From an optimization exercise on the open Yosys and OpenROAD flow, aimed at small area, a short achievable clock period and few clock cycles per item; shortcuts taken in it are not production practice.
Function was not checked in any run shown here: the RTL went through the layout flow alone.

==> flow/design.v, too long to show whole: its modules and the start of the top module <==
// module mdct_resonator_bank: 154 lines
// module mrb_lane: 101 lines
// module mrb_fa: 10 lines
// module mrb_ha: 9 lines
// module mrb_csa: 1463 lines
module mdct_resonator_bank #(
    parameter int DW   = 32,
    parameter int CW   = 16,
    parameter int FRAC = 14,
    parameter int NCH  = 4,
    parameter int SAT  = 1,
    parameter int LW   = 16,
    localparam int CHW = (NCH > 1) ? $clog2(NCH) : 1
) (
    input  logic              clk_in,
    input  logic              rst_sys,
    input  logic              start,
    input  logic              abort,
    input  logic [LW-1:0]     frame_len,
    input  logic [NCH*CW-1:0] coef,
    input  logic [DW-1:0]     init_s1,
    input  logic [DW-1:0]     init_s2,
    input  logic              s_valid,
    output logic              s_ready,
    input  logic [DW-1:0]     s_data,
    output logic              m_valid,
    input  logic              m_ready,
    output logic [DW-1:0]     m_data,
    output logic [CHW-1:0]    m_chan,
    output logic              m_last,
    output logic              busy,
    output logic              done
);
  // ...
==> flow/flow/run.sh <==
#!/bin/bash
# Own layout flow: the standard flow (standard.sh) with two changes.
# 1. After the standard synthesis (unchanged), fapol.py removes the inverters
#    that adder extraction left between full-adder cells, by choosing which
#    full adders compute on complemented signals (a full adder is self-dual).
#    Registers and ports are untouched; the logic function is the same.
# 2. repair_timing is asked for a larger setup margin, so that the layout is
#    timed tighter than the 13 ns constraint demands, and the ports get plain
#    buffers. The SDC is not changed.
set -euo pipefail
source flow/params.sh
R=$PWD/orfs/results/sky130hd/mdct_resonator_bank/base
bash standard.sh synth > synth.log 2>&1
cp $R/1_2_yosys.v $R/1_2_yosys.std.v
python3 flow/fapol.py $R/1_2_yosys.std.v $R/1_2_yosys.fapol.v > fapol.log 2>&1
cp $R/1_2_yosys.fapol.v $R/1_2_yosys.v
rm -f $R/1_synth.odb $R/1_synth.sdc
bash standard.sh SETUP_SLACK_MARGIN=$MARGIN "BUFFER_PORTS_ARGS=-buffer_cell $PORTBUF" finish > standard.log 2>&1
==> flow/flow/fapol.py <==
#!/usr/bin/env python3
"""Inverter clean-up around full adders in a flat gate-level netlist.

Yosys's adder extraction leaves inverters between full-adder cells (a full
adder is extracted with inverted inputs or outputs depending on how the
preceding mapping happened to build it). A full adder is self-dual:
FA(~a, ~b, ~c) = (~s, ~co), so each full adder may instead compute on
complemented inputs and deliver complemented outputs. This script chooses,
by local search, which full adders to complement so that as few signals as
possible need an inverter, then rewires the netlist: each signal gets at
most one inverter, XOR/XNOR loads absorb a polarity change by swapping
XOR2 <-> XNOR2, and the old inverters are removed. Registers, ports and all
other cells are left as they are; the logic function is unchanged.

usage: fapol.py in.v out.v
"""
import re
import sys

OUTPINS = {"X", "Y", "Q", "Q_N", "SUM", "COUT", "HI", "LO"}
INV_RE = re.compile(r"^sky130_fd_sc_hd__(inv|clkinv)_\d+$")
FA_RE = re.compile(r"^sky130_fd_sc_hd__fa_\d+$")
XOR_SWAP = {}
for n in ("1", "2", "4"):
    XOR_SWAP["sky130_fd_sc_hd__xor2_" + n] = "sky130_fd_sc_hd__xnor2_" + n
    XOR_SWAP["sky130_fd_sc_hd__xnor2_" + n] = "sky130_fd_sc_hd__xor2_" + n

src = open(sys.argv[1]).read()
blk_re = re.compile(r"^  (sky130_fd_sc_hd__\w+) (\S+)(\s+)\(\n(.*?)\n  \);\n", re.M | re.S)
pin_re = re.compile(r"^    \.(\w+)\((.*)\),?$", re.M)

insts = []
for m in blk_re.finditer(src):
    pins = pin_re.findall(m.group(4))
    insts.append({"type": m.group(1), "name": m.group(2) + m.group(3), "pins": [list(p) for p in pins],
                  "span": (m.start(), m.end())})

ncells = len(re.findall(r"^  sky130_fd_sc_hd__\w+ ", src, re.M))
assert ncells == len(insts), (ncells, len(insts))

def key(net):
    return net.strip()

driver = {}
loads = {}
for i, ins in enumerate(insts):
    for k, (p, n) in enumerate(ins["pins"]):
        n = key(n)
        if p in OUTPINS:
            driver[n] = (i, k)
        else:
            loads.setdefault(n, []).append((i, k))

# nets that are module ports: never re-polarised, and never stripped
hdr = src[:insts[0]["span"][0]] if insts else src
portnames = set()
for m in re.finditer(r"^\s*(input|output|inout)\s+(\[\d+:\d+\]\s+)?(\S+);", hdr, re.M):
    portnames.add(m.group(3))

def is_port(n):
    return n.split("[")[0] in portnames

def is_inv(i):
    return INV_RE.match(insts[i]["type"]) is not None

def root_of(n):
    par = 0
    seen = 0
    while n in driver and is_inv(driver[n][0]) and seen < 16:
        i, _ = driver[n]
        a = [key(x) for p, x in insts[i]["pins"] if p == "A"][0]
        n = a
        par ^= 1
        seen += 1
    return n, par

# consumers of each root: (inst, pinidx, parity, kind)  kind: fa / xor / fixed
cons = {}
frozen = set()
inv_insts = set()
for i, ins in enumerate(insts):
    if is_inv(i):
        inv_insts.add(i)
        continue
    for k, (p, n) in enumerate(ins["pins"]):
        if p in OUTPINS:
            continue
        n = key(n)
        r, par = root_of(n)
        if FA_RE.match(ins["type"]) and p in ("A", "B", "CIN"):
            kind = "fa"
        elif ins["type"] in XOR_SWAP and p in ("A", "B"):
            kind = "xor"
        else:
            kind = "fixed"
        cons.setdefault(r, []).append((i, k, par, kind))
# inverter outputs that are ports are fixed consumers we cannot rewire: freeze
for i in inv_insts:
    y = [key(x) for p, x in insts[i]["pins"] if p == "Y"][0]
    if is_port(y):
        r, _ = root_of(y)
        frozen.add(r)

fa_list = [i for i, ins in enumerate(insts) if FA_RE.match(ins["type"])]
xd_list = [i for i, ins in enumerate(insts) if ins["type"] in XOR_SWAP]
flip = {i: 0 for i in fa_list + xd_list}
root_fa = {}   # root net -> flippable cell driving it
for i in fa_list:
    for p, n in insts[i]["pins"]:
        if p in ("SUM", "COUT"):
            root_fa[key(n)] = i
for i in xd_list:
    for p, n in insts[i]["pins"]:
        if p in ("X", "Y"):
            root_fa[key(n)] = i

def q(r):
    i = root_fa.get(r)
    return flip[i] if i is not None else 0

def cost(r):
    if r not in cons:
        return 0
    qr = q(r)
    for (i, k, par, kind) in cons[r]:
        if kind == "xor":
            continue
        need = par ^ (flip[i] if kind == "fa" else 0)
        if need != qr:
            return 1
    return 0

def touched(f):
    rs = set()
    isfa = FA_RE.match(insts[f]["type"]) is not None
    for p, n in insts[f]["pins"]:
        n = key(n)
        if p in OUTPINS:
            rs.add(n)
        elif isfa and p in ("A", "B", "CIN"):
            rs.add(root_of(n)[0])
    return rs

def can_flip(f):
    isfa = FA_RE.match(insts[f]["type"]) is not None
    for p, n in insts[f]["pins"]:
        if p in OUTPINS and (key(n) in frozen or is_port(key(n))):
            return False
        if isfa and p in ("A", "B", "CIN") and root_of(key(n))[0] in frozen:
            return False
    return True

import random
rng = random.Random(1)
nodes = [f for f in fa_list + xd_list if can_flip(f)]
touch = {f: touched(f) for f in nodes}
before = sum(cost(r) for r in cons)

def greedy():
    for it in range(100):
        changed = 0
        order = nodes[:]
        rng.shuffle(order)
        for f in order:
            rs = touch[f]
            c0 = sum(cost(r) for r in rs)
            flip[f] ^= 1
            c1 = sum(cost(r) for r in rs)
            if c1 < c0 or (c1 == c0 and rng.random() < 0.3):
                changed += c1 < c0
            else:
                flip[f] ^= 1
        if not changed:
            break

greedy()
best = sum(cost(r) for r in cons)
best_flip = dict(flip)
for rnd in range(300):
    for f in rng.sample(nodes, max(1, len(nodes) // 50)):
        flip[f] ^= 1
    greedy()
    c = sum(cost(r) for r in cons)
    if c <= best:
        best = c
        best_flip = dict(flip)
    else:
        flip.update(best_flip)
flip.update(best_flip)
after = sum(cost(r) for r in cons)

# rewrite
newinv = {}
extra = []
wires = []
def inv_net(r, rnet_text):
    if r not in newinv:
        k = len(newinv)
        nn = "fapol_n%d" % k
        newinv[r] = nn
        wires.append("  wire %s;\n" % nn)
        extra.append("  sky130_fd_sc_hd__inv_1 fapol_i%d (\n    .A(%s),\n    .Y(%s)\n  );\n" % (k, rnet_text, nn))
    return newinv[r]

# original text of each root net (keep escaped-name spacing)
rtext = {}
for i, ins in enumerate(insts):
    for p, n in ins["pins"]:
        rtext.setdefault(key(n), n)

xor_mis = {}
for i in xd_list:
    if flip[i]:
        xor_mis[i] = 1
for r, lst in cons.items():
    if r in frozen:
        continue
    qr = q(r)
    for (i, k, par, kind) in lst:
        p = insts[i]["pins"][k][0]
        if kind == "xor":
            if par != qr:
                xor_mis[i] = xor_mis.get(i, 0) ^ 1
            insts[i]["pins"][k][1] = rtext[r]
            continue
        need = par ^ (flip[i] if kind == "fa" else 0)
        if need == qr:
            insts[i]["pins"][k][1] = rtext[r]
        else:
            insts[i]["pins"][k][1] = inv_net(r, rtext[r])
for i, m in xor_mis.items():
    if m:
        t = insts[i]["type"]
        insts[i]["type"] = XOR_SWAP[t]
        # xor2 drives X, xnor2 drives Y
        for pn in insts[i]["pins"]:
            if pn[0] in ("X", "Y"):
                pn[0] = "Y" if "xnor2" in XOR_SWAP[t] else "X"

# old inverters: drop those whose output no longer has a load
used = set()
for i, ins in enumerate(insts):
    if i in inv_insts:
        continue
    for p, n in ins["pins"]:
        if p not in OUTPINS:
            used.add(key(n))
changed_inv = True
drop = set()
while changed_inv:
    changed_inv = False
    used2 = set(used)
    for i in inv_insts - drop:
        a = [key(x) for p, x in insts[i]["pins"] if p == "A"][0]
        used2.add(a)
    for i in inv_insts - drop:
        y = [key(x) for p, x in insts[i]["pins"] if p == "Y"][0]
        if y not in used2 and not is_port(y):
            drop.add(i)
            changed_inv = True

out = []
pos = 0
for i, ins in enumerate(insts):
    s, e = ins["span"]
    out.append(src[pos:s])
    pos = e
    if i in drop:
        continue
    body = ",\n".join("    .%s(%s)" % (p, n) for p, n in ins["pins"])
    out.append("  %s %s(\n%s\n  );\n" % (ins["type"], ins["name"], body))
tail = src[pos:]
j = tail.rindex("endmodule")
out.append(tail[:j] + "".join(extra) + tail[j:])
text = "".join(out)
# declare new wires right after the module header
h = text.index(");\n") + 3
text = text[:h] + "".join(wires) + text[h:]
open(sys.argv[2], "w").write(text)
sys.stderr.write("fapol: %d full adders, %d flipped, signals needing an inverter %d -> %d, "
                 "inverters removed %d, added %d\n"
                 % (len(fa_list), sum(flip.values()), before, after, len(drop), len(newinv)))
==> flow/flow/params.sh <==
MARGIN=9.0
PORTBUF=sky130_fd_sc_hd__buf_2
==> flow/standard.sh <==
#!/bin/bash
# synth_recipe.tcl (not shown) runs the flow's synth.tcl, then flattens the netlist and writes it again
# the make line also repeats each setting of config.mk as NAME=value (left out here)
make -C /OpenROAD-flow-scripts/flow DESIGN_CONFIG=/design/flow/config.mk WORK_HOME=/design/flow/orfs CLKGATE_MAP_FILE= SYNTH_SCRIPT=/design/flow/synth_recipe.tcl "${@:-finish}"
==> flow/config.mk <==
export PLATFORM = sky130hd
export DESIGN_NAME = mdct_resonator_bank
export DESIGN_NICKNAME = mdct_resonator_bank
export VERILOG_FILES = /design/flow/design.v
export SDC_FILE = /design/flow/constraint.sdc
export NUM_CORES = 4
export LEC_CHECK = 0
export CAP_MARGIN = 20
export CORE_MARGIN = 2
export CORE_UTILIZATION = 60
export SLEW_MARGIN = 20
==> flow/constraint.sdc <==
create_clock -name core_clock -period 13.0 [get_ports {clk_in}]
set_input_delay 2.6000 -clock core_clock [delete_from_list [all_inputs] [get_ports {clk_in}]]
set_output_delay 2.6000 -clock core_clock [all_outputs]
set_load 0.01 [all_outputs]
==> results.py, run 1 <==
metrics = {
    "status": {
        "status": "timing/DRC/antenna clean",
    },
    "global_route": {
        "track_usage_pct": 36.07,
        "grt_pass1_vias": 33730,
    },
    "die": {
        "start_util_pct": 60.42,
        "die_area_um2": 77050,
    },
    "routing": {
        "dr.pass1.iters": 6,
        "wl_um": 139800,
    },
    "final_layout": {
        "multi_input_area_share_pct": 57.53,
        "syn2layout_area_growth_pct": 10.16,
        "nFlopsAndLatches": 525,
        "layout-drive-gt1-share_pct": 14.20,
        "bufAreaShareNonClock_pct": 4.859,
        "fin_util_pct": 66.56,
        "finalNonFillerCells": 5024,
        "stdcell_area_um2": 49470,
        "layout_commonest_cell": "xnor2_1",
        "layout_common_cells": "xnor2_1, fa_1, a22oi_1",
    },
    "placement": {
        "dp_hpwl_um": 102600,
    },
    "critical_path": {
        "rr_startpoint": "u_l0.one[0]",
        "r2r_cells": 11,
        "cp.required_ns": 13.38,
        "rrSetupSlack_ns": 8.99,
        "critPathSlowestCell": "dfxtp_1",
        "worstSetupPathType": "register to register",
        "reg2reg_to": "u_l0.pcin_q",
        "slowest_delay_ns": 0.72,
        "crit_path_end": "u_l0.pcin_q",
        "path_max_fanout": 17,
    },
    "clock_network": {
        "post_cts_resized": 18,
        "ctsRootBufferMaster": "clkbuf_16",
    },
    "timing": {
        "setup_ws_ns": 8.988,
    },
    "worst_hold_path": {
        "worstHoldPathType": "register to register",
        "hp-start": "m_valid",
    },
    "synthesis": {
        "synth_nets": 4823,
    },
}
==> run 2: changes to the inputs <==
--- a/flow/design.v
+++ b/flow/design.v
@@ -1166,33 +1166,33 @@
     assign pp0_9 = ((one[0] & s1[9]) | (two[0] & s1[8])) ^ neg[0];
     assign pp0_10 = ((one[0] & s1[10]) | (two[0] & s1[9])) ^ neg[0];
     assign pp0_11 = ((one[0] & s1[11]) | (two[0] & s1[10])) ^ neg[0];
     assign pp0_12 = ((one[0] & s1[12]) | (two[0] & s1[11])) ^ neg[0];
     assign pp0_13 = ((one[0] & s1[13]) | (two[0] & s1[12])) ^ neg[0];
     assign pp0_14 = ((one[0] & s1[14]) | (two[0] & s1[13])) ^ neg[0];
     assign pp0_15 = ((one[0] & s1[15]) | (two[0] & s1[14])) ^ neg[0];
     assign pp0_16 = ((one[0] & s1[16]) | (two[0] & s1[15])) ^ neg[0];
-    assign pp0_17 = ((one_d[0] & s1[17]) | (two_d[0] & s1[16])) ^ neg_d[0];
-    assign pp0_18 = ((one_d[0] & s1[18]) | (two_d[0] & s1[17])) ^ neg_d[0];
-    assign pp0_19 = ((one_d[0] & s1[19]) | (two_d[0] & s1[18])) ^ neg_d[0];
-    assign pp0_20 = ((one_d[0] & s1[20]) | (two_d[0] & s1[19])) ^ neg_d[0];
-    assign pp0_21 = ((one_d[0] & s1[21]) | (two_d[0] & s1[20])) ^ neg_d[0];
-    assign pp0_22 = ((one_d[0] & s1[22]) | (two_d[0] & s1[21])) ^ neg_d[0];
-    assign pp0_23 = ((one_d[0] & s1[23]) | (two_d[0] & s1[22])) ^ neg_d[0];
-    assign pp0_24 = ((one_d[0] & s1[24]) | (two_d[0] & s1[23])) ^ neg_d[0];
-    assign pp0_25 = ((one_d[0] & s1[25]) | (two_d[0] & s1[24])) ^ neg_d[0];
-    assign pp0_26 = ((one_d[0] & s1[26]) | (two_d[0] & s1[25])) ^ neg_d[0];
-    assign pp0_27 = ((one_d[0] & s1[27]) | (two_d[0] & s1[26])) ^ neg_d[0];
-    assign pp0_28 = ((one_d[0] & s1[28]) | (two_d[0] & s1[27])) ^ neg_d[0];
-    assign pp0_29 = ((one_d[0] & s1[29]) | (two_d[0] & s1[28])) ^ neg_d[0];
-    assign pp0_30 = ((one_d[0] & s1[30]) | (two_d[0] & s1[29])) ^ neg_d[0];
-    assign pp0_31 = ((one_d[0] & s1[31]) | (two_d[0] & s1[30])) ^ neg_d[0];
-    assign pp0_32 = ((one_d[0] & s1[31]) | (two_d[0] & s1[31])) ^ neg_d[0];
-    assign pps0 = ~((s1[31] & (one_d[0] | two_d[0])) ^ neg_d[0]);
+    assign pp0_17 = ((one[0] & s1[17]) | (two[0] & s1[16])) ^ neg[0];
+    assign pp0_18 = ((one[0] & s1[18]) | (two[0] & s1[17])) ^ neg[0];
+    assign pp0_19 = ((one[0] & s1[19]) | (two[0] & s1[18])) ^ neg[0];
+    assign pp0_20 = ((one[0] & s1[20]) | (two[0] & s1[19])) ^ neg[0];
+    assign pp0_21 = ((one[0] & s1[21]) | (two[0] & s1[20])) ^ neg[0];
+    assign pp0_22 = ((one[0] & s1[22]) | (two[0] & s1[21])) ^ neg[0];
+    assign pp0_23 = ((one[0] & s1[23]) | (two[0] & s1[22])) ^ neg[0];
+    assign pp0_24 = ((one[0] & s1[24]) | (two[0] & s1[23])) ^ neg[0];
+    assign pp0_25 = ((one[0] & s1[25]) | (two[0] & s1[24])) ^ neg[0];
+    assign pp0_26 = ((one[0] & s1[26]) | (two[0] & s1[25])) ^ neg[0];
+    assign pp0_27 = ((one[0] & s1[27]) | (two[0] & s1[26])) ^ neg[0];
+    assign pp0_28 = ((one[0] & s1[28]) | (two[0] & s1[27])) ^ neg[0];
+    assign pp0_29 = ((one[0] & s1[29]) | (two[0] & s1[28])) ^ neg[0];
+    assign pp0_30 = ((one[0] & s1[30]) | (two[0] & s1[29])) ^ neg[0];
+    assign pp0_31 = ((one[0] & s1[31]) | (two[0] & s1[30])) ^ neg[0];
+    assign pp0_32 = ((one[0] & s1[31]) | (two[0] & s1[31])) ^ neg[0];
+    assign pps0 = ~((s1[31] & (one[0] | two[0])) ^ neg[0]);
     assign pp1_0 = ((one[1] & s1[0])) ^ neg[1];
     assign pp1_1 = ((one[1] & s1[1]) | (two[1] & s1[0])) ^ neg[1];
     assign pp1_2 = ((one[1] & s1[2]) | (two[1] & s1[1])) ^ neg[1];
     assign pp1_3 = ((one[1] & s1[3]) | (two[1] & s1[2])) ^ neg[1];
     assign pp1_4 = ((one[1] & s1[4]) | (two[1] & s1[3])) ^ neg[1];
     assign pp1_5 = ((one[1] & s1[5]) | (two[1] & s1[4])) ^ neg[1];
     assign pp1_6 = ((one[1] & s1[6]) | (two[1] & s1[5])) ^ neg[1];
     assign pp1_7 = ((one[1] & s1[7]) | (two[1] & s1[6])) ^ neg[1];
@@ -1200,33 +1200,33 @@
     assign pp1_9 = ((one[1] & s1[9]) | (two[1] & s1[8])) ^ neg[1];
     assign pp1_10 = ((one[1] & s1[10]) | (two[1] & s1[9])) ^ neg[1];
     assign pp1_11 = ((one[1] & s1[11]) | (two[1] & s1[10])) ^ neg[1];
     assign pp1_12 = ((one[1] & s1[12]) | (two[1] & s1[11])) ^ neg[1];
     assign pp1_13 = ((one[1] & s1[13]) | (two[1] & s1[12])) ^ neg[1];
     assign pp1_14 = ((one[1] & s1[14]) | (two[1] & s1[13])) ^ neg[1];
     assign pp1_15 = ((one[1] & s1[15]) | (two[1] & s1[14])) ^ neg[1];
     assign pp1_16 = ((one[1] & s1[16]) | (two[1] & s1[15])) ^ neg[1];
-    assign pp1_17 = ((one_d[1] & s1[17]) | (two_d[1] & s1[16])) ^ neg_d[1];
-    assign pp1_18 = ((one_d[1] & s1[18]) | (two_d[1] & s1[17])) ^ neg_d[1];
-    assign pp1_19 = ((one_d[1] & s1[19]) | (two_d[1] & s1[18])) ^ neg_d[1];
-    assign pp1_20 = ((one_d[1] & s1[20]) | (two_d[1] & s1[19])) ^ neg_d[1];
-    assign pp1_21 = ((one_d[1] & s1[21]) | (two_d[1] & s1[20])) ^ neg_d[1];
-    assign pp1_22 = ((one_d[1] & s1[22]) | (two_d[1] & s1[21])) ^ neg_d[1];
-    assign pp1_23 = ((one_d[1] & s1[23]) | (two_d[1] & s1[22])) ^ neg_d[1];
-    assign pp1_24 = ((one_d[1] & s1[24]) | (two_d[1] & s1[23])) ^ neg_d[1];
-    assign pp1_25 = ((one_d[1] & s1[25]) | (two_d[1] & s1[24])) ^ neg_d[1];
-    assign pp1_26 = ((one_d[1] & s1[26]) | (two_d[1] & s1[25])) ^ neg_d[1];
-    assign pp1_27 = ((one_d[1] & s1[27]) | (two_d[1] & s1[26])) ^ neg_d[1];
-    assign pp1_28 = ((one_d[1] & s1[28]) | (two_d[1] & s1[27])) ^ neg_d[1];
-    assign pp1_29 = ((one_d[1] & s1[29]) | (two_d[1] & s1[28])) ^ neg_d[1];
-    assign pp1_30 = ((one_d[1] & s1[30]) | (two_d[1] & s1[29])) ^ neg_d[1];
-    assign pp1_31 = ((one_d[1] & s1[31]) | (two_d[1] & s1[30])) ^ neg_d[1];
-    assign pp1_32 = ((one_d[1] & s1[31]) | (two_d[1] & s1[31])) ^ neg_d[1];
-    assign pps1 = ~((s1[31] & (one_d[1] | two_d[1])) ^ neg_d[1]);
+    assign pp1_17 = ((one[1] & s1[17]) | (two[1] & s1[16])) ^ neg[1];
+    assign pp1_18 = ((one[1] & s1[18]) | (two[1] & s1[17])) ^ neg[1];
+    assign pp1_19 = ((one[1] & s1[19]) | (two[1] & s1[18])) ^ neg[1];
+    assign pp1_20 = ((one[1] & s1[20]) | (two[1] & s1[19])) ^ neg[1];
+    assign pp1_21 = ((one[1] & s1[21]) | (two[1] & s1[20])) ^ neg[1];
+    assign pp1_22 = ((one[1] & s1[22]) | (two[1] & s1[21])) ^ neg[1];
+    assign pp1_23 = ((one[1] & s1[23]) | (two[1] & s1[22])) ^ neg[1];
+    assign pp1_24 = ((one[1] & s1[24]) | (two[1] & s1[23])) ^ neg[1];
+    assign pp1_25 = ((one[1] & s1[25]) | (two[1] & s1[24])) ^ neg[1];
+    assign pp1_26 = ((one[1] & s1[26]) | (two[1] & s1[25])) ^ neg[1];
+    assign pp1_27 = ((one[1] & s1[27]) | (two[1] & s1[26])) ^ neg[1];
+    assign pp1_28 = ((one[1] & s1[28]) | (two[1] & s1[27])) ^ neg[1];
+    assign pp1_29 = ((one[1] & s1[29]) | (two[1] & s1[28])) ^ neg[1];
+    assign pp1_30 = ((one[1] & s1[30]) | (two[1] & s1[29])) ^ neg[1];
+    assign pp1_31 = ((one[1] & s1[31]) | (two[1] & s1[30])) ^ neg[1];
+    assign pp1_32 = ((one[1] & s1[31]) | (two[1] & s1[31])) ^ neg[1];
+    assign pps1 = ~((s1[31] & (one[1] | two[1])) ^ neg[1]);
     assign pp2_0 = ((one[2] & s1[0])) ^ neg[2];
     assign pp2_1 = ((one[2] & s1[1]) | (two[2] & s1[0])) ^ neg[2];
     assign pp2_2 = ((one[2] & s1[2]) | (two[2] & s1[1])) ^ neg[2];
     assign pp2_3 = ((one[2] & s1[3]) | (two[2] & s1[2])) ^ neg[2];
     assign pp2_4 = ((one[2] & s1[4]) | (two[2] & s1[3])) ^ neg[2];
     assign pp2_5 = ((one[2] & s1[5]) | (two[2] & s1[4])) ^ neg[2];
     assign pp2_6 = ((one[2] & s1[6]) | (two[2] & s1[5])) ^ neg[2];
     assign pp2_7 = ((one[2] & s1[7]) | (two[2] & s1[6])) ^ neg[2];
@@ -1234,33 +1234,33 @@
     assign pp2_9 = ((one[2] & s1[9]) | (two[2] & s1[8])) ^ neg[2];
     assign pp2_10 = ((one[2] & s1[10]) | (two[2] & s1[9])) ^ neg[2];
     assign pp2_11 = ((one[2] & s1[11]) | (two[2] & s1[10])) ^ neg[2];
     assign pp2_12 = ((one[2] & s1[12]) | (two[2] & s1[11])) ^ neg[2];
     assign pp2_13 = ((one[2] & s1[13]) | (two[2] & s1[12])) ^ neg[2];
     assign pp2_14 = ((one[2] & s1[14]) | (two[2] & s1[13])) ^ neg[2];
     assign pp2_15 = ((one[2] & s1[15]) | (two[2] & s1[14])) ^ neg[2];
     assign pp2_16 = ((one[2] & s1[16]) | (two[2] & s1[15])) ^ neg[2];
-    assign pp2_17 = ((one_d[2] & s1[17]) | (two_d[2] & s1[16])) ^ neg_d[2];
-    assign pp2_18 = ((one_d[2] & s1[18]) | (two_d[2] & s1[17])) ^ neg_d[2];
-    assign pp2_19 = ((one_d[2] & s1[19]) | (two_d[2] & s1[18])) ^ neg_d[2];
-    assign pp2_20 = ((one_d[2] & s1[20]) | (two_d[2] & s1[19])) ^ neg_d[2];
-    assign pp2_21 = ((one_d[2] & s1[21]) | (two_d[2] & s1[20])) ^ neg_d[2];
-    assign pp2_22 = ((one_d[2] & s1[22]) | (two_d[2] & s1[21])) ^ neg_d[2];
-    assign pp2_23 = ((one_d[2] & s1[23]) | (two_d[2] & s1[22])) ^ neg_d[2];
-    assign pp2_24 = ((one_d[2] & s1[24]) | (two_d[2] & s1[23])) ^ neg_d[2];
-    assign pp2_25 = ((one_d[2] & s1[25]) | (two_d[2] & s1[24])) ^ neg_d[2];
-    assign pp2_26 = ((one_d[2] & s1[26]) | (two_d[2] & s1[25])) ^ neg_d[2];
-    assign pp2_27 = ((one_d[2] & s1[27]) | (two_d[2] & s1[26])) ^ neg_d[2];
-    assign pp2_28 = ((one_d[2] & s1[28]) | (two_d[2] & s1[27])) ^ neg_d[2];
-    assign pp2_29 = ((one_d[2] & s1[29]) | (two_d[2] & s1[28])) ^ neg_d[2];
-    assign pp2_30 = ((one_d[2] & s1[30]) | (two_d[2] & s1[29])) ^ neg_d[2];
-    assign pp2_31 = ((one_d[2] & s1[31]) | (two_d[2] & s1[30])) ^ neg_d[2];
-    assign pp2_32 = ((one_d[2] & s1[31]) | (two_d[2] & s1[31])) ^ neg_d[2];
-    assign pps2 = ~((s1[31] & (one_d[2] | two_d[2])) ^ neg_d[2]);
+    assign pp2_17 = ((one[2] & s1[17]) | (two[2] & s1[16])) ^ neg[2];
+    assign pp2_18 = ((one[2] & s1[18]) | (two[2] & s1[17])) ^ neg[2];
+    assign pp2_19 = ((one[2] & s1[19]) | (two[2] & s1[18])) ^ neg[2];
+    assign pp2_20 = ((one[2] & s1[20]) | (two[2] & s1[19])) ^ neg[2];
+    assign pp2_21 = ((one[2] & s1[21]) | (two[2] & s1[20])) ^ neg[2];
+    assign pp2_22 = ((one[2] & s1[22]) | (two[2] & s1[21])) ^ neg[2];
+    assign pp2_23 = ((one[2] & s1[23]) | (two[2] & s1[22])) ^ neg[2];
+    assign pp2_24 = ((one[2] & s1[24]) | (two[2] & s1[23])) ^ neg[2];
+    assign pp2_25 = ((one[2] & s1[25]) | (two[2] & s1[24])) ^ neg[2];
+    assign pp2_26 = ((one[2] & s1[26]) | (two[2] & s1[25])) ^ neg[2];
+    assign pp2_27 = ((one[2] & s1[27]) | (two[2] & s1[26])) ^ neg[2];
+    assign pp2_28 = ((one[2] & s1[28]) | (two[2] & s1[27])) ^ neg[2];
+    assign pp2_29 = ((one[2] & s1[29]) | (two[2] & s1[28])) ^ neg[2];
+    assign pp2_30 = ((one[2] & s1[30]) | (two[2] & s1[29])) ^ neg[2];
+    assign pp2_31 = ((one[2] & s1[31]) | (two[2] & s1[30])) ^ neg[2];
+    assign pp2_32 = ((one[2] & s1[31]) | (two[2] & s1[31])) ^ neg[2];
+    assign pps2 = ~((s1[31] & (one[2] | two[2])) ^ neg[2]);
     assign pp3_0 = ((one[3] & s1[0])) ^ neg[3];
     assign pp3_1 = ((one[3] & s1[1]) | (two[3] & s1[0])) ^ neg[3];
     assign pp3_2 = ((one[3] & s1[2]) | (two[3] & s1[1])) ^ neg[3];
     assign pp3_3 = ((one[3] & s1[3]) | (two[3] & s1[2])) ^ neg[3];
     assign pp3_4 = ((one[3] & s1[4]) | (two[3] & s1[3])) ^ neg[3];
     assign pp3_5 = ((one[3] & s1[5]) | (two[3] & s1[4])) ^ neg[3];
     assign pp3_6 = ((one[3] & s1[6]) | (two[3] & s1[5])) ^ neg[3];
     assign pp3_7 = ((one[3] & s1[7]) | (two[3] & s1[6])) ^ neg[3];
@@ -1268,33 +1268,33 @@
     assign pp3_9 = ((one[3] & s1[9]) | (two[3] & s1[8])) ^ neg[3];
     assign pp3_10 = ((one[3] & s1[10]) | (two[3] & s1[9])) ^ neg[3];
     assign pp3_11 = ((one[3] & s1[11]) | (two[3] & s1[10])) ^ neg[3];
     assign pp3_12 = ((one[3] & s1[12]) | (two[3] & s1[11])) ^ neg[3];
     assign pp3_13 = ((one[3] & s1[13]) | (two[3] & s1[12])) ^ neg[3];
     assign pp3_14 = ((one[3] & s1[14]) | (two[3] & s1[13])) ^ neg[3];
     assign pp3_15 = ((one[3] & s1[15]) | (two[3] & s1[14])) ^ neg[3];
     assign pp3_16 = ((one[3] & s1[16]) | (two[3] & s1[15])) ^ neg[3];
-    assign pp3_17 = ((one_d[3] & s1[17]) | (two_d[3] & s1[16])) ^ neg_d[3];
-    assign pp3_18 = ((one_d[3] & s1[18]) | (two_d[3] & s1[17])) ^ neg_d[3];
-    assign pp3_19 = ((one_d[3] & s1[19]) | (two_d[3] & s1[18])) ^ neg_d[3];
-    assign pp3_20 = ((one_d[3] & s1[20]) | (two_d[3] & s1[19])) ^ neg_d[3];
-    assign pp3_21 = ((one_d[3] & s1[21]) | (two_d[3] & s1[20])) ^ neg_d[3];
-    assign pp3_22 = ((one_d[3] & s1[22]) | (two_d[3] & s1[21])) ^ neg_d[3];
-    assign pp3_23 = ((one_d[3] & s1[23]) | (two_d[3] & s1[22])) ^ neg_d[3];
-    assign pp3_24 = ((one_d[3] & s1[24]) | (two_d[3] & s1[23])) ^ neg_d[3];
-    assign pp3_25 = ((one_d[3] & s1[25]) | (two_d[3] & s1[24])) ^ neg_d[3];
-    assign pp3_26 = ((one_d[3] & s1[26]) | (two_d[3] & s1[25])) ^ neg_d[3];
-    assign pp3_27 = ((one_d[3] & s1[27]) | (two_d[3] & s1[26])) ^ neg_d[3];
-    assign pp3_28 = ((one_d[3] & s1[28]) | (two_d[3] & s1[27])) ^ neg_d[3];
-    assign pp3_29 = ((one_d[3] & s1[29]) | (two_d[3] & s1[28])) ^ neg_d[3];
-    assign pp3_30 = ((one_d[3] & s1[30]) | (two_d[3] & s1[29])) ^ neg_d[3];
-    assign pp3_31 = ((one_d[3] & s1[31]) | (two_d[3] & s1[30])) ^ neg_d[3];
-    assign pp3_32 = ((one_d[3] & s1[31]) | (two_d[3] & s1[31])) ^ neg_d[3];
-    assign pps3 = ~((s1[31] & (one_d[3] | two_d[3])) ^ neg_d[3]);
+    assign pp3_17 = ((one[3] & s1[17]) | (two[3] & s1[16])) ^ neg[3];
+    assign pp3_18 = ((one[3] & s1[18]) | (two[3] & s1[17])) ^ neg[3];
+    assign pp3_19 = ((one[3] & s1[19]) | (two[3] & s1[18])) ^ neg[3];
+    assign pp3_20 = ((one[3] & s1[20]) | (two[3] & s1[19])) ^ neg[3];
+    assign pp3_21 = ((one[3] & s1[21]) | (two[3] & s1[20])) ^ neg[3];
+    assign pp3_22 = ((one[3] & s1[22]) | (two[3] & s1[21])) ^ neg[3];
+    assign pp3_23 = ((one[3] & s1[23]) | (two[3] & s1[22])) ^ neg[3];
+    assign pp3_24 = ((one[3] & s1[24]) | (two[3] & s1[23])) ^ neg[3];
+    assign pp3_25 = ((one[3] & s1[25]) | (two[3] & s1[24])) ^ neg[3];
+    assign pp3_26 = ((one[3] & s1[26]) | (two[3] & s1[25])) ^ neg[3];
+    assign pp3_27 = ((one[3] & s1[27]) | (two[3] & s1[26])) ^ neg[3];
+    assign pp3_28 = ((one[3] & s1[28]) | (two[3] & s1[27])) ^ neg[3];
+    assign pp3_29 = ((one[3] & s1[29]) | (two[3] & s1[28])) ^ neg[3];
+    assign pp3_30 = ((one[3] & s1[30]) | (two[3] & s1[29])) ^ neg[3];
+    assign pp3_31 = ((one[3] & s1[31]) | (two[3] & s1[30])) ^ neg[3];
+    assign pp3_32 = ((one[3] & s1[31]) | (two[3] & s1[31])) ^ neg[3];
+    assign pps3 = ~((s1[31] & (one[3] | two[3])) ^ neg[3]);
     assign pp4_0 = ((one[4] & s1[0])) ^ neg[4];
     assign pp4_1 = ((one[4] & s1[1]) | (two[4] & s1[0])) ^ neg[4];
     assign pp4_2 = ((one[4] & s1[2]) | (two[4] & s1[1])) ^ neg[4];
     assign pp4_3 = ((one[4] & s1[3]) | (two[4] & s1[2])) ^ neg[4];
     assign pp4_4 = ((one[4] & s1[4]) | (two[4] & s1[3])) ^ neg[4];
     assign pp4_5 = ((one[4] & s1[5]) | (two[4] & s1[4])) ^ neg[4];
     assign pp4_6 = ((one[4] & s1[6]) | (two[4] & s1[5])) ^ neg[4];
     assign pp4_7 = ((one[4] & s1[7]) | (two[4] & s1[6])) ^ neg[4];
@@ -1302,33 +1302,33 @@
     assign pp4_9 = ((one[4] & s1[9]) | (two[4] & s1[8])) ^ neg[4];
     assign pp4_10 = ((one[4] & s1[10]) | (two[4] & s1[9])) ^ neg[4];
     assign pp4_11 = ((one[4] & s1[11]) | (two[4] & s1[10])) ^ neg[4];
     assign pp4_12 = ((one[4] & s1[12]) | (two[4] & s1[11])) ^ neg[4];
     assign pp4_13 = ((one[4] & s1[13]) | (two[4] & s1[12])) ^ neg[4];
     assign pp4_14 = ((one[4] & s1[14]) | (two[4] & s1[13])) ^ neg[4];
     assign pp4_15 = ((one[4] & s1[15]) | (two[4] & s1[14])) ^ neg[4];
     assign pp4_16 = ((one[4] & s1[16]) | (two[4] & s1[15])) ^ neg[4];
-    assign pp4_17 = ((one_d[4] & s1[17]) | (two_d[4] & s1[16])) ^ neg_d[4];
-    assign pp4_18 = ((one_d[4] & s1[18]) | (two_d[4] & s1[17])) ^ neg_d[4];
-    assign pp4_19 = ((one_d[4] & s1[19]) | (two_d[4] & s1[18])) ^ neg_d[4];
-    assign pp4_20 = ((one_d[4] & s1[20]) | (two_d[4] & s1[19])) ^ neg_d[4];
-    assign pp4_21 = ((one_d[4] & s1[21]) | (two_d[4] & s1[20])) ^ neg_d[4];
-    assign pp4_22 = ((one_d[4] & s1[22]) | (two_d[4] & s1[21])) ^ neg_d[4];
-    assign pp4_23 = ((one_d[4] & s1[23]) | (two_d[4] & s1[22])) ^ neg_d[4];
-    assign pp4_24 = ((one_d[4] & s1[24]) | (two_d[4] & s1[23])) ^ neg_d[4];
-    assign pp4_25 = ((one_d[4] & s1[25]) | (two_d[4] & s1[24])) ^ neg_d[4];
-    assign pp4_26 = ((one_d[4] & s1[26]) | (two_d[4] & s1[25])) ^ neg_d[4];
-    assign pp4_27 = ((one_d[4] & s1[27]) | (two_d[4] & s1[26])) ^ neg_d[4];
-    assign pp4_28 = ((one_d[4] & s1[28]) | (two_d[4] & s1[27])) ^ neg_d[4];
-    assign pp4_29 = ((one_d[4] & s1[29]) | (two_d[4] & s1[28])) ^ neg_d[4];
-    assign pp4_30 = ((one_d[4] & s1[30]) | (two_d[4] & s1[29])) ^ neg_d[4];
-    assign pp4_31 = ((one_d[4] & s1[31]) | (two_d[4] & s1[30])) ^ neg_d[4];
-    assign pp4_32 = ((one_d[4] & s1[31]) | (two_d[4] & s1[31])) ^ neg_d[4];
-    assign pps4 = ~((s1[31] & (one_d[4] | two_d[4])) ^ neg_d[4]);
+    assign pp4_17 = ((one[4] & s1[17]) | (two[4] & s1[16])) ^ neg[4];
+    assign pp4_18 = ((one[4] & s1[18]) | (two[4] & s1[17])) ^ neg[4];
+    assign pp4_19 = ((one[4] & s1[19]) | (two[4] & s1[18])) ^ neg[4];
+    assign pp4_20 = ((one[4] & s1[20]) | (two[4] & s1[19])) ^ neg[4];
+    assign pp4_21 = ((one[4] & s1[21]) | (two[4] & s1[20])) ^ neg[4];
+    assign pp4_22 = ((one[4] & s1[22]) | (two[4] & s1[21])) ^ neg[4];
+    assign pp4_23 = ((one[4] & s1[23]) | (two[4] & s1[22])) ^ neg[4];
+    assign pp4_24 = ((one[4] & s1[24]) | (two[4] & s1[23])) ^ neg[4];
+    assign pp4_25 = ((one[4] & s1[25]) | (two[4] & s1[24])) ^ neg[4];
+    assign pp4_26 = ((one[4] & s1[26]) | (two[4] & s1[25])) ^ neg[4];
+    assign pp4_27 = ((one[4] & s1[27]) | (two[4] & s1[26])) ^ neg[4];
+    assign pp4_28 = ((one[4] & s1[28]) | (two[4] & s1[27])) ^ neg[4];
+    assign pp4_29 = ((one[4] & s1[29]) | (two[4] & s1[28])) ^ neg[4];
+    assign pp4_30 = ((one[4] & s1[30]) | (two[4] & s1[29])) ^ neg[4];
+    assign pp4_31 = ((one[4] & s1[31]) | (two[4] & s1[30])) ^ neg[4];
+    assign pp4_32 = ((one[4] & s1[31]) | (two[4] & s1[31])) ^ neg[4];
+    assign pps4 = ~((s1[31] & (one[4] | two[4])) ^ neg[4]);
     assign pp5_0 = ((one[5] & s1[0])) ^ neg[5];
     assign pp5_1 = ((one[5] & s1[1]) | (two[5] & s1[0])) ^ neg[5];
     assign pp5_2 = ((one[5] & s1[2]) | (two[5] & s1[1])) ^ neg[5];
     assign pp5_3 = ((one[5] & s1[3]) | (two[5] & s1[2])) ^ neg[5];
     assign pp5_4 = ((one[5] & s1[4]) | (two[5] & s1[3])) ^ neg[5];
     assign pp5_5 = ((one[5] & s1[5]) | (two[5] & s1[4])) ^ neg[5];
     assign pp5_6 = ((one[5] & s1[6]) | (two[5] & s1[5])) ^ neg[5];
     assign pp5_7 = ((one[5] & s1[7]) | (two[5] & s1[6])) ^ neg[5];
@@ -1336,33 +1336,33 @@
     assign pp5_9 = ((one[5] & s1[9]) | (two[5] & s1[8])) ^ neg[5];
     assign pp5_10 = ((one[5] & s1[10]) | (two[5] & s1[9])) ^ neg[5];
     assign pp5_11 = ((one[5] & s1[11]) | (two[5] & s1[10])) ^ neg[5];
     assign pp5_12 = ((one[5] & s1[12]) | (two[5] & s1[11])) ^ neg[5];
     assign pp5_13 = ((one[5] & s1[13]) | (two[5] & s1[12])) ^ neg[5];
     assign pp5_14 = ((one[5] & s1[14]) | (two[5] & s1[13])) ^ neg[5];
     assign pp5_15 = ((one[5] & s1[15]) | (two[5] & s1[14])) ^ neg[5];
     assign pp5_16 = ((one[5] & s1[16]) | (two[5] & s1[15])) ^ neg[5];
-    assign pp5_17 = ((one_d[5] & s1[17]) | (two_d[5] & s1[16])) ^ neg_d[5];
-    assign pp5_18 = ((one_d[5] & s1[18]) | (two_d[5] & s1[17])) ^ neg_d[5];
-    assign pp5_19 = ((one_d[5] & s1[19]) | (two_d[5] & s1[18])) ^ neg_d[5];
-    assign pp5_20 = ((one_d[5] & s1[20]) | (two_d[5] & s1[19])) ^ neg_d[5];
-    assign pp5_21 = ((one_d[5] & s1[21]) | (two_d[5] & s1[20])) ^ neg_d[5];
-    assign pp5_22 = ((one_d[5] & s1[22]) | (two_d[5] & s1[21])) ^ neg_d[5];
-    assign pp5_23 = ((one_d[5] & s1[23]) | (two_d[5] & s1[22])) ^ neg_d[5];
-    assign pp5_24 = ((one_d[5] & s1[24]) | (two_d[5] & s1[23])) ^ neg_d[5];
-    assign pp5_25 = ((one_d[5] & s1[25]) | (two_d[5] & s1[24])) ^ neg_d[5];
-    assign pp5_26 = ((one_d[5] & s1[26]) | (two_d[5] & s1[25])) ^ neg_d[5];
-    assign pp5_27 = ((one_d[5] & s1[27]) | (two_d[5] & s1[26])) ^ neg_d[5];
-    assign pp5_28 = ((one_d[5] & s1[28]) | (two_d[5] & s1[27])) ^ neg_d[5];
-    assign pp5_29 = ((one_d[5] & s1[29]) | (two_d[5] & s1[28])) ^ neg_d[5];
-    assign pp5_30 = ((one_d[5] & s1[30]) | (two_d[5] & s1[29])) ^ neg_d[5];
-    assign pp5_31 = ((one_d[5] & s1[31]) | (two_d[5] & s1[30])) ^ neg_d[5];
-    assign pp5_32 = ((one_d[5] & s1[31]) | (two_d[5] & s1[31])) ^ neg_d[5];
-    assign pps5 = ~((s1[31] & (one_d[5] | two_d[5])) ^ neg_d[5]);
+    assign pp5_17 = ((one[5] & s1[17]) | (two[5] & s1[16])) ^ neg[5];
+    assign pp5_18 = ((one[5] & s1[18]) | (two[5] & s1[17])) ^ neg[5];
+    assign pp5_19 = ((one[5] & s1[19]) | (two[5] & s1[18])) ^ neg[5];
+    assign pp5_20 = ((one[5] & s1[20]) | (two[5] & s1[19])) ^ neg[5];
+    assign pp5_21 = ((one[5] & s1[21]) | (two[5] & s1[20])) ^ neg[5];
+    assign pp5_22 = ((one[5] & s1[22]) | (two[5] & s1[21])) ^ neg[5];
+    assign pp5_23 = ((one[5] & s1[23]) | (two[5] & s1[22])) ^ neg[5];
+    assign pp5_24 = ((one[5] & s1[24]) | (two[5] & s1[23])) ^ neg[5];
+    assign pp5_25 = ((one[5] & s1[25]) | (two[5] & s1[24])) ^ neg[5];
+    assign pp5_26 = ((one[5] & s1[26]) | (two[5] & s1[25])) ^ neg[5];
+    assign pp5_27 = ((one[5] & s1[27]) | (two[5] & s1[26])) ^ neg[5];
+    assign pp5_28 = ((one[5] & s1[28]) | (two[5] & s1[27])) ^ neg[5];
+    assign pp5_29 = ((one[5] & s1[29]) | (two[5] & s1[28])) ^ neg[5];
+    assign pp5_30 = ((one[5] & s1[30]) | (two[5] & s1[29])) ^ neg[5];
+    assign pp5_31 = ((one[5] & s1[31]) | (two[5] & s1[30])) ^ neg[5];
+    assign pp5_32 = ((one[5] & s1[31]) | (two[5] & s1[31])) ^ neg[5];
+    assign pps5 = ~((s1[31] & (one[5] | two[5])) ^ neg[5]);
     assign pp6_0 = ((one[6] & s1[0])) ^ neg[6];
     assign pp6_1 = ((one[6] & s1[1]) | (two[6] & s1[0])) ^ neg[6];
     assign pp6_2 = ((one[6] & s1[2]) | (two[6] & s1[1])) ^ neg[6];
     assign pp6_3 = ((one[6] & s1[3]) | (two[6] & s1[2])) ^ neg[6];
     assign pp6_4 = ((one[6] & s1[4]) | (two[6] & s1[3])) ^ neg[6];
     assign pp6_5 = ((one[6] & s1[5]) | (two[6] & s1[4])) ^ neg[6];
     assign pp6_6 = ((one[6] & s1[6]) | (two[6] & s1[5])) ^ neg[6];
     assign pp6_7 = ((one[6] & s1[7]) | (two[6] & s1[6])) ^ neg[6];
@@ -1370,33 +1370,33 @@
     assign pp6_9 = ((one[6] & s1[9]) | (two[6] & s1[8])) ^ neg[6];
     assign pp6_10 = ((one[6] & s1[10]) | (two[6] & s1[9])) ^ neg[6];
     assign pp6_11 = ((one[6] & s1[11]) | (two[6] & s1[10])) ^ neg[6];
     assign pp6_12 = ((one[6] & s1[12]) | (two[6] & s1[11])) ^ neg[6];
     assign pp6_13 = ((one[6] & s1[13]) | (two[6] & s1[12])) ^ neg[6];
     assign pp6_14 = ((one[6] & s1[14]) | (two[6] & s1[13])) ^ neg[6];
     assign pp6_15 = ((one[6] & s1[15]) | (two[6] & s1[14])) ^ neg[6];
     assign pp6_16 = ((one[6] & s1[16]) | (two[6] & s1[15])) ^ neg[6];
-    assign pp6_17 = ((one_d[6] & s1[17]) | (two_d[6] & s1[16])) ^ neg_d[6];
-    assign pp6_18 = ((one_d[6] & s1[18]) | (two_d[6] & s1[17])) ^ neg_d[6];
-    assign pp6_19 = ((one_d[6] & s1[19]) | (two_d[6] & s1[18])) ^ neg_d[6];
-    assign pp6_20 = ((one_d[6] & s1[20]) | (two_d[6] & s1[19])) ^ neg_d[6];
-    assign pp6_21 = ((one_d[6] & s1[21]) | (two_d[6] & s1[20])) ^ neg_d[6];
-    assign pp6_22 = ((one_d[6] & s1[22]) | (two_d[6] & s1[21])) ^ neg_d[6];
-    assign pp6_23 = ((one_d[6] & s1[23]) | (two_d[6] & s1[22])) ^ neg_d[6];
-    assign pp6_24 = ((one_d[6] & s1[24]) | (two_d[6] & s1[23])) ^ neg_d[6];
-    assign pp6_25 = ((one_d[6] & s1[25]) | (two_d[6] & s1[24])) ^ neg_d[6];
-    assign pp6_26 = ((one_d[6] & s1[26]) | (two_d[6] & s1[25])) ^ neg_d[6];
-    assign pp6_27 = ((one_d[6] & s1[27]) | (two_d[6] & s1[26])) ^ neg_d[6];
-    assign pp6_28 = ((one_d[6] & s1[28]) | (two_d[6] & s1[27])) ^ neg_d[6];
-    assign pp6_29 = ((one_d[6] & s1[29]) | (two_d[6] & s1[28])) ^ neg_d[6];
-    assign pp6_30 = ((one_d[6] & s1[30]) | (two_d[6] & s1[29])) ^ neg_d[6];
-    assign pp6_31 = ((one_d[6] & s1[31]) | (two_d[6] & s1[30])) ^ neg_d[6];
-    assign pp6_32 = ((one_d[6] & s1[31]) | (two_d[6] & s1[31])) ^ neg_d[6];
-    assign pps6 = ~((s1[31] & (one_d[6] | two_d[6])) ^ neg_d[6]);
+    assign pp6_17 = ((one[6] & s1[17]) | (two[6] & s1[16])) ^ neg[6];
+    assign pp6_18 = ((one[6] & s1[18]) | (two[6] & s1[17])) ^ neg[6];
+    assign pp6_19 = ((one[6] & s1[19]) | (two[6] & s1[18])) ^ neg[6];
+    assign pp6_20 = ((one[6] & s1[20]) | (two[6] & s1[19])) ^ neg[6];
+    assign pp6_21 = ((one[6] & s1[21]) | (two[6] & s1[20])) ^ neg[6];
+    assign pp6_22 = ((one[6] & s1[22]) | (two[6] & s1[21])) ^ neg[6];
+    assign pp6_23 = ((one[6] & s1[23]) | (two[6] & s1[22])) ^ neg[6];
+    assign pp6_24 = ((one[6] & s1[24]) | (two[6] & s1[23])) ^ neg[6];
+    assign pp6_25 = ((one[6] & s1[25]) | (two[6] & s1[24])) ^ neg[6];
+    assign pp6_26 = ((one[6] & s1[26]) | (two[6] & s1[25])) ^ neg[6];
+    assign pp6_27 = ((one[6] & s1[27]) | (two[6] & s1[26])) ^ neg[6];
+    assign pp6_28 = ((one[6] & s1[28]) | (two[6] & s1[27])) ^ neg[6];
+    assign pp6_29 = ((one[6] & s1[29]) | (two[6] & s1[28])) ^ neg[6];
+    assign pp6_30 = ((one[6] & s1[30]) | (two[6] & s1[29])) ^ neg[6];
+    assign pp6_31 = ((one[6] & s1[31]) | (two[6] & s1[30])) ^ neg[6];
+    assign pp6_32 = ((one[6] & s1[31]) | (two[6] & s1[31])) ^ neg[6];
+    assign pps6 = ~((s1[31] & (one[6] | two[6])) ^ neg[6]);
     assign pp7_0 = ((one[7] & s1[0])) ^ neg[7];
     assign pp7_1 = ((one[7] & s1[1]) | (two[7] & s1[0])) ^ neg[7];
     assign pp7_2 = ((one[7] & s1[2]) | (two[7] & s1[1])) ^ neg[7];
     assign pp7_3 = ((one[7] & s1[3]) | (two[7] & s1[2])) ^ neg[7];
     assign pp7_4 = ((one[7] & s1[4]) | (two[7] & s1[3])) ^ neg[7];
     assign pp7_5 = ((one[7] & s1[5]) | (two[7] & s1[4])) ^ neg[7];
     assign pp7_6 = ((one[7] & s1[6]) | (two[7] & s1[5])) ^ neg[7];
     assign pp7_7 = ((one[7] & s1[7]) | (two[7] & s1[6])) ^ neg[7];
@@ -1404,33 +1404,33 @@
     assign pp7_9 = ((one[7] & s1[9]) | (two[7] & s1[8])) ^ neg[7];
     assign pp7_10 = ((one[7] & s1[10]) | (two[7] & s1[9])) ^ neg[7];
     assign pp7_11 = ((one[7] & s1[11]) | (two[7] & s1[10])) ^ neg[7];
     assign pp7_12 = ((one[7] & s1[12]) | (two[7] & s1[11])) ^ neg[7];
     assign pp7_13 = ((one[7] & s1[13]) | (two[7] & s1[12])) ^ neg[7];
     assign pp7_14 = ((one[7] & s1[14]) | (two[7] & s1[13])) ^ neg[7];
     assign pp7_15 = ((one[7] & s1[15]) | (two[7] & s1[14])) ^ neg[7];
     assign pp7_16 = ((one[7] & s1[16]) | (two[7] & s1[15])) ^ neg[7];
-    assign pp7_17 = ((one_d[7] & s1[17]) | (two_d[7] & s1[16])) ^ neg_d[7];
-    assign pp7_18 = ((one_d[7] & s1[18]) | (two_d[7] & s1[17])) ^ neg_d[7];
-    assign pp7_19 = ((one_d[7] & s1[19]) | (two_d[7] & s1[18])) ^ neg_d[7];
-    assign pp7_20 = ((one_d[7] & s1[20]) | (two_d[7] & s1[19])) ^ neg_d[7];
-    assign pp7_21 = ((one_d[7] & s1[21]) | (two_d[7] & s1[20])) ^ neg_d[7];
-    assign pp7_22 = ((one_d[7] & s1[22]) | (two_d[7] & s1[21])) ^ neg_d[7];
-    assign pp7_23 = ((one_d[7] & s1[23]) | (two_d[7] & s1[22])) ^ neg_d[7];
-    assign pp7_24 = ((one_d[7] & s1[24]) | (two_d[7] & s1[23])) ^ neg_d[7];
-    assign pp7_25 = ((one_d[7] & s1[25]) | (two_d[7] & s1[24])) ^ neg_d[7];
-    assign pp7_26 = ((one_d[7] & s1[26]) | (two_d[7] & s1[25])) ^ neg_d[7];
-    assign pp7_27 = ((one_d[7] & s1[27]) | (two_d[7] & s1[26])) ^ neg_d[7];
-    assign pp7_28 = ((one_d[7] & s1[28]) | (two_d[7] & s1[27])) ^ neg_d[7];
-    assign pp7_29 = ((one_d[7] & s1[29]) | (two_d[7] & s1[28])) ^ neg_d[7];
-    assign pp7_30 = ((one_d[7] & s1[30]) | (two_d[7] & s1[29])) ^ neg_d[7];
-    assign pp7_31 = ((one_d[7] & s1[31]) | (two_d[7] & s1[30])) ^ neg_d[7];
-    assign pp7_32 = ((one_d[7] & s1[31]) | (two_d[7] & s1[31])) ^ neg_d[7];
-    assign pps7 = ~((s1[31] & (one_d[7] | two_d[7])) ^ neg_d[7]);
+    assign pp7_17 = ((one[7] & s1[17]) | (two[7] & s1[16])) ^ neg[7];
+    assign pp7_18 = ((one[7] & s1[18]) | (two[7] & s1[17])) ^ neg[7];
+    assign pp7_19 = ((one[7] & s1[19]) | (two[7] & s1[18])) ^ neg[7];
+    assign pp7_20 = ((one[7] & s1[20]) | (two[7] & s1[19])) ^ neg[7];
+    assign pp7_21 = ((one[7] & s1[21]) | (two[7] & s1[20])) ^ neg[7];
+    assign pp7_22 = ((one[7] & s1[22]) | (two[7] & s1[21])) ^ neg[7];
+    assign pp7_23 = ((one[7] & s1[23]) | (two[7] & s1[22])) ^ neg[7];
+    assign pp7_24 = ((one[7] & s1[24]) | (two[7] & s1[23])) ^ neg[7];
+    assign pp7_25 = ((one[7] & s1[25]) | (two[7] & s1[24])) ^ neg[7];
+    assign pp7_26 = ((one[7] & s1[26]) | (two[7] & s1[25])) ^ neg[7];
+    assign pp7_27 = ((one[7] & s1[27]) | (two[7] & s1[26])) ^ neg[7];
+    assign pp7_28 = ((one[7] & s1[28]) | (two[7] & s1[27])) ^ neg[7];
+    assign pp7_29 = ((one[7] & s1[29]) | (two[7] & s1[28])) ^ neg[7];
+    assign pp7_30 = ((one[7] & s1[30]) | (two[7] & s1[29])) ^ neg[7];
+    assign pp7_31 = ((one[7] & s1[31]) | (two[7] & s1[30])) ^ neg[7];
+    assign pp7_32 = ((one[7] & s1[31]) | (two[7] & s1[31])) ^ neg[7];
+    assign pps7 = ~((s1[31] & (one[7] | two[7])) ^ neg[7]);
     assign fs1 = ~(ns2[0] ^ x[0]);
     assign fc2 = ns2[0] | x[0];
     mrb_ha u_hs3 (.a(neg[7]), .b(pp0_14), .s(hs3), .co(hc4));
     mrb_fa u_fs5 (.a(ns2[1]), .b(x[1]), .c(pp0_15), .s(fs5), .co(fc6));
     mrb_ha u_hs7 (.a(pp1_13), .b(pp2_11), .s(hs7), .co(hc8));
     mrb_fa u_fs9 (.a(ns2[2]), .b(x[2]), .c(pp0_16), .s(fs9), .co(fc10));
     mrb_ha u_hs11 (.a(pp1_14), .b(pp2_12), .s(hs11), .co(hc12));
     mrb_fa u_fs13 (.a(ns2[3]), .b(x[3]), .c(pp0_17), .s(fs13), .co(fc14));
==> flow/flow/params.sh (replaced) <==
MARGIN=9.0
PORTBUF=sky130_fd_sc_hd__buf_1
==> flow/config.mk (replaced) <==
export PLATFORM = sky130hd
export DESIGN_NAME = mdct_resonator_bank
export DESIGN_NICKNAME = mdct_resonator_bank
export VERILOG_FILES = /design/flow/design.v
export SDC_FILE = /design/flow/constraint.sdc
export NUM_CORES = 4
export LEC_CHECK = 0
export CAP_MARGIN = 20
export CORE_MARGIN = 2
export CORE_UTILIZATION = 70
export CTS_BUF_LIST = sky130_fd_sc_hd__clkbuf_4 sky130_fd_sc_hd__clkbuf_8
export SLEW_MARGIN = 20
==> run 2 against run 1 <==
  * Sequential share of layout area decreased by 2.1 points
  * Final area is 1.2% lower
  * Global-route usage is 6.4 points higher
  * Via count increased by 4.7%
  * Register-to-register slack better by 0.07 ns
  * Setup slack better by 0.043 ns
  * Die area down 16%
  * Final cell count is 1.3% higher
  * Count of clock-buffer cells in the layout up 67
==> results.py, run 2 <==
metrics = {
    "status": {
        "status": "timing/DRC/antenna clean",
    },
    "synthesis": {
        "yosys_warnings": 4,
        "syn_avg_cell_area_um2": 10.97,
        "syn_inst": 4018,
        "synth_area_um2": 44090,
        "synth_nets": 4885,
    },
    "critical_path": {
        "path_max_fanout": 1,
        "slowest_delay_ns": 0.43,
        "start_kind": "register",
        "crit_chain": "buf_1",
        "worstSetupPathType": "register to output pin",
        "cp_num_buf_inv": 1,
        "end_kind": "output pin",
        "critical-path-top-delay-family": "flip-flops",
        "cp.required_ns": 10.40,
        "critPathSlowestCell": "dfxtp_1",
        "crit_arrival_ns": 1.37,
    },
    "timing": {
        "finalCriticalPeriod_ns": 3.969,
        "setup_viol": 0,
        "setup_ws_ns": 9.031,
        "timing.fmax_mhz": 251.9,
        "period_share_pct": 30.53,
        "tightestPinTransition_ns": 1.157,
        "final-hold-violation-count": 0,
        "drv_slew": 0,
        "skew_ns": 0.03515,
        "slew_headroom_pct": 22.89,
        "final.setup.tns_ns": 0,
        "rsz0062_at_grt": "false",
    },
    "placement": {
        "dp.cells": 4791,
        "post_dp_cell_area_um2": 45320,
        "pre_cts_slack_ns": 7.985,
        "globalplace.congestion": 0.9637,
        "dp_hpwl_um": 94840,
        "port_buffers": 220,
    },
    "clock_network": {
        "clkSinkCount": 477,
        "hold_buffers": 0,
        "ctsRootBufferMaster": "clkbuf_8",
        "cts.clk_slew.worst_paths_ns": 0.06,
        "numCtsBuffers": 87,
        "cts_tree": "yes",
        "htree_num_levels": 3,
        "clock_latency_ns": 0.72,
        "clockBufferDepth": 3,
    },
    "final_layout": {
        "stdcell_area_um2": 48900,
        "syn2layout_area_growth_pct": 10.91,
        "finalNetCount": 5032,
        "layout_commonest_cell": "fa_1",
        "layout_common_cells": "fa_1, xnor2_1, a22oi_1",
        "layout-drive-gt1-share_pct": 11.98,
        "fillers": 4148,
        "finalNonFillerCells": 5088,
    },
    "die": {
        "coreArea_um2": 62620,
        "die_area_um2": 65000,
        "start_util_pct": 70.40,
        "io_pins": 221,
        "rows": 92,
        "die_h_um": 255.0,
        "die_w_um": 255.0,
    },
    "worst_hold_path": {
        "worstHoldPathType": "register to register",
    },
    "routing": {
        "wire_per_inst_um": 27.32,
        "drt-vias-per-instance": 6.882,
        "wl_um": 139000,
        "dr.pass1.iters": 9,
        "drt_iter0_drc": 4935,
        "vias": 35010,
        "drc": 0,
        "ant_nets": 0,
    },
    "global_route": {
        "grt_max_degree": 86,
        "grt_pass1_wl_um": 206400,
        "track_usage_pct": 42.51,
        "grt_pass1_vias": 35430,
        "grt_remaining_overflow": 0,
        "antenna_found_initial": 3,
    },
    "flow_run": {
        "maxCapViolCount": 0,
    },
}
-- run 2: layout make-up --
class,count,area (µm²),share of cell area [%]
Clock inverter,23,210.2,0.4299
Clock buffer,140,1727,3.531
Tap cell,846,1059,2.165
Sequential cell,477,13450,27.51
Timing Repair Buffer,439,2957,6.047
Multi-Input combinational cell,2979,28800,58.91
Inverter,181,684.4,1.400
Antenna cell,3,7.507,0.01535
-- run 2: per-layer routing --
| layer | vias up | wire, µm | track usage, % |
|---|---|---|---|
| li1 | 14490 | - | - |
| met1 | 17190 | 48210 | 55.64 |
| met2 | 2760 | 63170 | 65.76 |
| met3 | 571 | 18260 | 9.316 |
| met4 | 2 | 9382 | 24.96 |
| met5 | - | 10 | 0 |
-- run 2: worst paths after layout --
path	depth (start not counted)	slack (ns)	end	start
worst max-delay path	1	9.03	m_data[18]	m_data[18]
worst min-delay path	1	0.57	u_l0.nd2[1]	u_l0.d1[1]
worst max register to register	11	9.06	u_l0.r1[29]	u_l0.pcin_q
max in group asynchronous	2	10.77	adv	rst_sys
min in group asynchronous	2	1.87	done	rst_sys
worst min register to register	1	0.57	u_l0.nd2[1]	u_l0.d1[1]
-- run 2: timing repair --
action,CTS,global route
gates resized for setup,30,51
endpoints found under the setup margin,85,78
hold endpoints to repair,0,0
pin swaps,3,12
gates cloned,2,6
buffers inserted,91,32
-- run 2: metrics by stage --
stage,utilization (%),hold WS (ns)
global route,78.08,0.5878
finish,78.08,0.5732
detailed placement,72.37,0.5415
global placement,72.37,0.5518
CTS,77.06,0.5661
floorplan,-,0.4834
==> run 3: changes to the inputs <==
==> flow/flow/params.sh (replaced) <==
MARGIN=8.6
PORTBUF=sky130_fd_sc_hd__buf_1
==> run 3 against run 2 <==
  * Critical path depth increased by 10
  * Core utilization decreased by 2.6 points
  * Sequential cell count unchanged
  * Register-to-register slack got worse by 0.34 ns
  * Area after synthesis unchanged
  * Largest cell class unchanged
  * Final area decreased by 3.4%
==> results.py, run 3 <==
metrics = {
    "synthesis": {
        "synth_nets": 4885,
        "synth_area_um2": 44090,
        "syn_inst": 4018,
        "syn_avg_cell_area_um2": 10.97,
        "yosys_warnings": 4,
    },
    "timing": {
        "skew_ns": 0.04597,
        "slew_headroom_pct": 25.41,
        "period_share_pct": 32.94,
        "rsz0062_at_grt": "true",
        "tightestPinTransition_ns": 1.119,
        "finalCriticalPeriod_ns": 4.282,
        "setup_viol": 0,
        "final.setup.tns_ns": 0,
        "whs_ns": 0.5925,
        "setup_ws_ns": 8.718,
        "timing.fmax_mhz": 233.6,
        "final-hold-violation-count": 0,
        "drv_slew": 0,
    },
    "clock_network": {
        "ctsRootBufferMaster": "clkbuf_8",
        "clock_latency_ns": 0.72,
        "cts_tree": "yes",
        "hold_buffers": 0,
        "clkSinkCount": 477,
        "htree_num_levels": 3,
        "numCtsBuffers": 86,
        "cts.clk_slew.worst_paths_ns": 0.06,
        "clockBufferDepth": 3,
    },
    "final_layout": {
        "layout_common_cells": "fa_1, xnor2_1, a22oi_1",
        "stdcell_area_um2": 47240,
        "fin_util_pct": 75.44,
        "seq_area_um2": 13440,
        "finalNonFillerCells": 4963,
        "syn2layout_area_growth_pct": 7.155,
        "layout_commonest_cell": "fa_1",
        "multi_input_area_um2": 28570,
        "finalNetCount": 4909,
        "layout-drive-gt1-share_pct": 8.313,
        "fillers": 4384,
    },
    "critical_path": {
        "worstSetupPathType": "register to register",
        "rr_startpoint": "u_l0.pcin_q",
        "slowest_delay_ns": 0.55,
        "end_kind": "register",
        "r2r_cells": 11,
        "critical-path-top-delay-family": "compound AO/OA/AOI/OAI gates",
        "critPathSlowestCell": "fa_1",
        "crit_chain": "fa_1 -> a211oi_1 -> o311a_1 -> o21ai_1 -> o2111ai_1 -> nand3_2 -> mux2i_2 -> buf_6 -> inv_1 -> nor2_4 -> a21oi_1",
        "rrSetupSlack_ns": 8.72,
        "cp.required_ns": 13.41,
        "cp_num_buf_inv": 2,
        "crit_arrival_ns": 4.69,
        "reg2reg_to": "u_l0.r1[13]",
        "start_kind": "register",
        "path_max_fanout": 28,
    },
    "placement": {
        "dp_hpwl_um": 94730,
        "pre_cts_slack_ns": 7.807,
        "post_dp_cell_area_um2": 45200,
        "port_buffers": 220,
        "dp.cells": 4788,
        "globalplace.congestion": 0.9960,
    },
    "worst_hold_path": {
        "min_to": "u_l1.nd2[16]",
        "worstHoldPathType": "register to register",
        "hp-start": "u_l1.d1[16]",
        "hold-path-cell-count": 1,
    },
    "die": {
        "coreArea_um2": 62620,
        "io_pins": 221,
        "start_util_pct": 70.40,
        "die_h_um": 255.0,
        "die_w_um": 255.0,
        "die_area_um2": 65000,
        "rows": 92,
    },
    "routing": {
        "drt-vias-per-instance": 6.868,
        "wl_um": 134600,
        "vias": 34090,
        "dr.pass1.iters": 9,
        "drt_iter0_drc": 4395,
        "wire_per_inst_um": 27.11,
        "drc": 0,
        "ant_nets": 0,
    },
    "global_route": {
        "track_usage_pct": 41.95,
        "grt_pass1_wl_um": 204100,
        "grt_max_degree": 81,
        "grt_pass1_vias": 35020,
        "antenna_found_initial": 2,
        "grt_remaining_overflow": 0,
    },
    "flow_run": {
        "maxCapViolCount": 0,
    },
    "status": {
        "status": "timing/DRC/antenna clean",
    },
}
run 3: repair_timing:
| action | 4_1_cts | 5_1_grt |
|---|---|---|
| gates resized for setup | 1 | 7 |
| setup buffers | 0 | 11 |
| setup endpoints to repair | 19 | 24 |
run 3: worst max-delay path by stage:
| stage | cells after the start | end | slack [ns] | from |
|---|---|---|---|---|
| 6_report | 11 | u_l0.r1[13] | 8.72 | u_l0.pcin_q |
| 2_1_floorplan | 10 | m_data[5] | 8.61 | m_ready |
| 4_1_cts | 10 | m_data[24] | 8.54 | m_ready |
| 3_3_place_gp | 10 | m_data[24] | 7.85 | m_ready |
| 3_5_place_dp | 10 | m_data[24] | 7.81 | m_ready |
| 5_1_grt | 11 | u_l0.pcin_q | 8.52 | u_l0.one[0] |
run 3: worst register-to-register path: cells and delay by family, from the launching register on:
kind / cells / cell delay (ns)
buffers and inverters: 2 / 0.55
DFF: 1 / 0.48
adders and majority gates: 1 / 0.55
AOI/OAI and AO/OA: 5 / 1.46
muxes: 1 / 0.35
and+or+nand+nor: 2 / 0.63
run 3: per-layer routing:
layer  wire, µm  global-route usage, %  share of wire [%]  up-vias
met3      16820                  10.28                 12      524
met5         13                      0             0.0097        -
met2      61670                  64.57                 46     2541
met1      47380                  54.55                 35    16800
li1           -                      -                  -    14220
met4       8681                  24.43                6.5        2
run 3: final cells by class:
class	instances	share of cell area, %
multi-input cells	2978	60.48
flip-flops and latches	477	28.45
repair buffers	318	3.406
clock buffers	130	3.337
well taps	846	2.241
inverters	181	1.449
clock inverters	30	0.6250
diodes	3	0.01589

-- static timing again, ports no longer ideal --
Ports are ideal in the flow. The routed layouts listed here were re-timed in OpenROAD.
Step 1 sets driving cells, clkbuf_16 on the clock port and buf_2 on the other inputs (assumed; they add their load-dependent delay and slew).
Step 2, shift: input delay + t, output delay - t, t = (earliest + latest rising clock arrival at the registers) / 2. This alone moves slack from input paths to output paths.
a / b / c = ideal / step 1 / step 2; a / b = the first two.
| run | t, ns | setup WS [ns] | hold WS [ns] | worst setup path at the end | pins driven straight from the clock port |
|---|---|---|---|---|---|
| run 1 | 0.705 | 8.988 / 8.973 / 8.414 | 0.564 / 0.564 / 0.564 | input to register | 1 |
| run 2 | 0.768 | 9.031 / 8.965 / 8.344 | 0.573 / 0.573 / 0.573 | input to register | 1 |
| run 3 | 0.767 | 8.718 / 8.718 / 8.038 | 0.592 / 0.592 / 0.592 | input to register | 1 |
After both steps setup and hold are still met in every run listed. For run 2, which loses most, drivers alone change the setup slack by -0.066 ns; drivers and shift together by -0.687 ns.
